What follows belongs to an exercise in optimizing a design on an open flow for small area; a production flow would make more cautious choices. The RTL was checked by simulation tests, not by an equivalence proof against the original design. Power is estimated from default activity; no workload was simulated.

==> flow/design.v <==
module regfile_param_rdport #(
  parameter int DATA_W   = 64,
  parameter int ADDR_W   = 5,
  parameter int ZERO_REG = 31
) (
  input  logic              ready,
  input  logic [ADDR_W-1:0] raddr,
  input  logic [DATA_W-1:0] rword,
  output logic [DATA_W-1:0] rdata
);
  localparam logic [ADDR_W-1:0] ZR = ADDR_W'(ZERO_REG);
  always_comb begin
    rdata = '0;
    if (ready && (raddr != ZR)) rdata = rword;
  end
endmodule
module regfile_param #(
  parameter int DATA_W   = 64,
  parameter int ADDR_W   = 5,
  parameter int ZERO_REG = 31
) (
  input  logic              clk,
  input  logic              rst_n,
  input  logic              clr,
  input  logic [ADDR_W-1:0] Rn,
  input  logic [ADDR_W-1:0] Rm,
  input  logic [ADDR_W-1:0] Rd,
  input  logic              RegWr,
  input  logic [DATA_W-1:0] data,
  output logic [DATA_W-1:0] out1,
  output logic [DATA_W-1:0] out2,
  output logic              ready
);
  localparam int              DEPTH  = 2**ADDR_W;
  localparam int              NUM_RD = 2;
  localparam logic [ADDR_W-1:0] ZR   = ADDR_W'(ZERO_REG);
  typedef enum logic {CLEAR, RUN} state_e;
  state_e              state_q, state_d;
  logic [ADDR_W-1:0]   cnt_q, cnt_d;
  logic                ready_q, ready_d;
  logic [DATA_W-1:0]   mem_q [DEPTH];
  logic                mem_we;
  logic [ADDR_W-1:0]   mem_waddr;
  logic [DATA_W-1:0]   mem_wdata;
  logic                wr_fire;
  logic [NUM_RD-1:0][ADDR_W-1:0] raddr;
  logic [NUM_RD-1:0][DATA_W-1:0] rword;
  logic [NUM_RD-1:0][DATA_W-1:0] rdata;
  always_comb begin
    state_d = state_q;
    cnt_d   = cnt_q;
    case (state_q)
      CLEAR: begin
        cnt_d = cnt_q + 1'b1;
        if (cnt_q == '1) state_d = RUN;
      end
      RUN: begin
        if (clr) begin
          state_d = CLEAR;
          cnt_d   = '0;
        end
      end
      default: state_d = CLEAR;
    endcase
    ready_d = (state_d == RUN);
  end
  always_ff @(posedge clk or negedge rst_n) begin
    if (!rst_n) begin
      state_q <= CLEAR;
      cnt_q   <= '0;
      ready_q <= 1'b0;
    end else begin
      state_q <= state_d;
      cnt_q   <= cnt_d;
      ready_q <= ready_d;
    end
  end
  assign ready   = ready_q;
  assign wr_fire = ready_q && RegWr && !clr && (Rd != ZR);
  always_comb begin
    mem_we    = wr_fire;
    mem_waddr = Rd;
    mem_wdata = data;
    if (state_q == CLEAR) begin
      mem_we    = 1'b1;
      mem_waddr = cnt_q;
      mem_wdata = '0;
    end
  end
  always_ff @(posedge clk) begin
    if (mem_we) mem_q[mem_waddr] <= mem_wdata;
  end
  assign raddr = {Rm, Rn};
  for (genvar i = 0; i < NUM_RD; i++) begin : g_rd
    assign rword[i] = (wr_fire && (raddr[i] == Rd)) ? data : mem_q[raddr[i]];
    regfile_param_rdport #(
      .DATA_W  (DATA_W),
      .ADDR_W  (ADDR_W),
      .ZERO_REG(ZERO_REG)
    ) u_rd (
      .ready(ready_q),
      .raddr(raddr[i]),
      .rword(rword[i]),
      .rdata(rdata[i])
    );
  end
  assign out1 = rdata[0];
  assign out2 = rdata[1];
endmodule
==> flow/run.sh <==
#!/bin/bash
# synth_recipe.tcl (not shown) runs the flow's synth.tcl, then flattens the netlist and writes it again
# the make line also repeats each setting of config.mk as NAME=value (left out here)
make -C /OpenROAD-flow-scripts/flow DESIGN_CONFIG=/design/flow/config.mk WORK_HOME=/design/flow/orfs CLKGATE_MAP_FILE= SYNTH_SCRIPT=/design/flow/synth_recipe.tcl finish
==> flow/config.mk <==
export PLATFORM = sky130hd
export DESIGN_NAME = regfile_param
export DESIGN_NICKNAME = regfile_param
export VERILOG_FILES = /design/flow/design.v
export SDC_FILE = /design/flow/constraint.sdc
export NUM_CORES = 4
export LEC_CHECK = 0
export CAP_MARGIN = 20
export CORE_MARGIN = 2
export CORE_UTILIZATION = 40
export SETUP_SLACK_MARGIN = 0.1
export SLEW_MARGIN = 20
==> flow/constraint.sdc <==
create_clock -name core_clock -period 8.0 [get_ports {clk}]
set_input_delay 1.6000 -clock core_clock [delete_from_list [all_inputs] [get_ports {clk}]]
set_output_delay 1.6000 -clock core_clock [all_outputs]
set_load 0.01 [all_outputs]
==> impl_metrics.yaml <==
power:
  leakage_nw: 36.5
  power_w: 0.0293
  vdd_drop_max_mv: 0.186
  power_density_nw_per_um2: 265
layout:
  syn_to_final_growth_pct: 13.8
  final_common_cell: "edfxtp_1"
  layout.core_utilization_pct: 45.7
  layout_common_cells: "edfxtp_1, mux4_2, mux2i_1"
  final_cells: 8978
  final_area_sq_um: 111000
  final_nets: 5684
  drive_gt1_share_pct: 25.1
floorplan:
  dieArea_sq_um: 247000
  start_util_pct: 40.1
  io_pins: 212
  num_rows: 181
  die_h_microns: 497
  design.core.area_sq_um: 243000
  die_x_microns: 497
logic_synthesis:
  synth_area_sq_um: 97400
  yosysSeqAreaShare_pct: 63.3
  synthAdderAreaFrac_pct: 0.0257
  synth_fp_nets: 5470
  syn_avg_cell_area_sq_um: 18.1
  synth_compound_area_share_pct: 7.74
  synthSimpleGateAreaFrac_pct: 1.88
  synth_top_family_by_area: "multiplexers"
  ys_ff_latch: 2054
  synth_xor_area_share_pct: 0.108
  synth_edf_count: 2048
  ys.flop_type: "edfxtp_1"
  synthCells: 5385
  synthDistinctLibCells: 50
  async_flop_share_pct: 0.292
  yosysWarnings: 2
  synth_mux_area_share_pct: 24.2
clocking:
  root_buffer: "clkbuf_16"
  cts_tree: "yes"
  clk_latency_ns: 0.86
  hold_buffers: 0
  postCtsSetupBuffers: 0
  cts-resized-gates: 0
  cts_made_buffers: 209
  h-tree-depth: 4
  clkSlewWorstSetupHoldPaths_ns: 0.06
  cts_buffer_depth: 3
  clock_sinks: 2054
sta:
  drv_slew: 0
  finalHoldViolations: 0
  worst_slew_pin_slew_ns: 1.18
  fin_setup_tns_ns: 0
  grt_setup_unrepaired: "no"
  finalSetupViolations: 0
  fmax_mhz: 139
  relSlewSlack_pct: 21.2
  post-route-period-util_pct: 90.1
  fin_skew_ns: 0.0323
  period_minus_slack_ns: 7.21
drt:
  postRouteAntennaNets: 0
  first_pass_iters: 6
  drc: 0
  num_vias: 61100
  routed_wl_microns: 343000
  routedWlPerCell_microns: 38.2
  drtIter0Drc: 8642
  viasPerCell: 6.81
grt:
  use_met1_pct: 36.8
  gr-total-overflow: 0
  grt_use_total_pct: 27.2
  grt.busiest_layer: "met2"
  grt_pass1_vias: 61000
  grt_pass1_wl_microns: 478000
  antenna_found_initial: 12
  use_met3_pct: 5.35
  grt_start_max_net_pins: 94
  grtUsageMet2_pct: 42.9
setup_path:
  crit_type: "input pin to output pin"
  cp_num_buf_inv: 3
  critical_path.top_delay_family: "buffers and inverters"
  end_kind: "output pin"
  cp_common_cell: "clkdlybuf4s50_1"
  arrival_ns: 5.61
  worst_setup_path_start_kind: "input pin"
  critPathRequiredTime_ns: 6.40
  cp_max_fo: 29
  cp_slowest_cell: "o32ai_1"
  critPathMaxStageDelay_ns: 0.89
  r2r_slack_ns: 3.02
  cp_cell_sequence: "clkdlybuf4s50_1, xor2_1, nor3_4, buf_4, nand3_4, o32ai_1, clkdlybuf4s50_1"
placed_design:
  dp_cells: 8586
  io_buffer_count: 211
  placed_area_sq_um: 104000
  dp_hpwl_microns: 187000
  gp_congestion: 0.837
flow_run:
  maxCapViolCount: 0
hold_path:
  min_path_type: "flip-flop to flip-flop"
outcome:
  status: "complete, no violations"
-- metrics by stage --
stage	setup slack [ns]	hold WS, ns
floorplan	2.16	0.511
global placement	1.01	0.541
detailed placement	1.02	0.556
CTS	1.02	0.570
global route	0.964	0.607
finish	0.794	0.568
-- cell usage after synthesis, types with 2 or more instances --
cell type / n / share of area [%]
a2111oi_0: 46 / 0.41
a2111oi_1: 11 / 0.11
a211oi_1: 117 / 0.90
a21o_1: 2 / 0.015
a21oi_1: 132 / 0.68
a221oi_1: 117 / 1.1
a22o_1: 63 / 0.57
a22oi_1: 2 / 0.015
a2bb2oi_1: 131 / 1.2
and2_1: 109 / 0.70
and3_1: 3 / 0.019
buf_1: 18 / 0.069
buf_2: 131 / 0.67
buf_4: 49 / 0.38
buf_6: 48 / 0.55
clkbuf_1: 242 / 0.93
clkinv_1: 2 / 0.0077
dfrtp_1: 6 / 0.15
edfxtp_1: 2048 / 63
ha_1: 2 / 0.026
inv_1: 38 / 0.15
inv_2: 2 / 0.0077
mux2_2: 118 / 1.4
mux2i_1: 669 / 6.9
mux4_2: 690 / 16
nand2_1: 42 / 0.16
nand3_1: 40 / 0.21
nand3b_1: 3 / 0.023
nand4_1: 57 / 0.37
nor2_1: 76 / 0.29
nor2_2: 2 / 0.013
nor2b_1: 8 / 0.051
nor3_1: 2 / 0.010
o21ai_0: 4 / 0.021
o221ai_1: 146 / 1.3
o22ai_1: 57 / 0.37
o31ai_1: 93 / 0.72
o32ai_1: 37 / 0.33
xor2_1: 11 / 0.099
-- final cells by class --
type,count,area (sq um)
clock buffer,259,5500
clock inverter,127,1070
multi-input combinational,2801,33500
fill,20500,132000
tap,3202,4010
inverter,42,169
sequential,2054,61700
antenna,2,5.00
timing repair buffer,491,4950
-- cells by family after synthesis --
kind of cell | count (synthesis)
adder cells (fa/ha/maj) | 2
flip-flops | 2054
AND/OR/NAND/NOR | 346
XOR/XNOR | 12
AO/OA/AOI/OAI | 964
multiplexers | 1477
buffers and inverters | 530
-- path summary, 6_finish.rpt --
kind	startpoint	endpoint	cells past startpoint
min in group asynchronous	rst_n	cnt_q[4]	1
min reg2reg	cnt_q[0]	cnt_q[0]	1
min	cnt_q[0]	cnt_q[0]	1
max in group asynchronous	rst_n	state_q	1
max	Rd[3]	out1[1]	7
max reg2reg	state_q	mem_q[20][7]	6
-- registers in the layout (all words and copies together), names as in the netlist --
| register | count |
|---|---|
| state_q | 1 |
| mem_q | 2048 |
| cnt_q | 5 |
-- routing by layer --
| layer | up-vias | wire [microns] |
|---|---|---|
| met5 | - | 15 |
| met4 | 2 | 15900 |
| met2 | 4063 | 160000 |
| li1 | 23700 | - |
| met3 | 830 | 35100 |
| met1 | 32600 | 132000 |
-- power breakdown --
group          internal, W  switching (W)
Combinational      0.00183        0.00374
Clock              0.00538        0.00423
Sequential          0.0136       0.000515
Total               0.0208        0.00849
-- worst register-to-register path, delay by kind of cell, from the launching register on --
family,cells,cell delay [ns]
compound gates,1,0.89
flops,1,0.47
simple gates,2,1.14
buf+inv,3,2.06

==> port drivers added, routing unchanged <==
How much do the figures lean on ideal ports? The routed layout below was timed once more, with nothing changed but the port constraints.
Step 1 assumes that a clkbuf_16 drives the clock port and a buf_2 every other input.
Step 2, shift: input delay + t, output delay - t, t = (earliest + latest rising clock arrival at the registers) / 2. This alone moves slack from input paths to output paths.
Slacks: ideal ports / drivers / drivers and shift; pairs: ideal ports / drivers.
t (ns): 0.942
slack for setup (ns): 0.794 / 0.721 / 0.721
worst slew at a driven data input, ns: 0.08
After both steps setup and hold are still met in this run. The setup slack of this run moves by -0.073 ns with the drivers and by -0.073 ns with both steps.
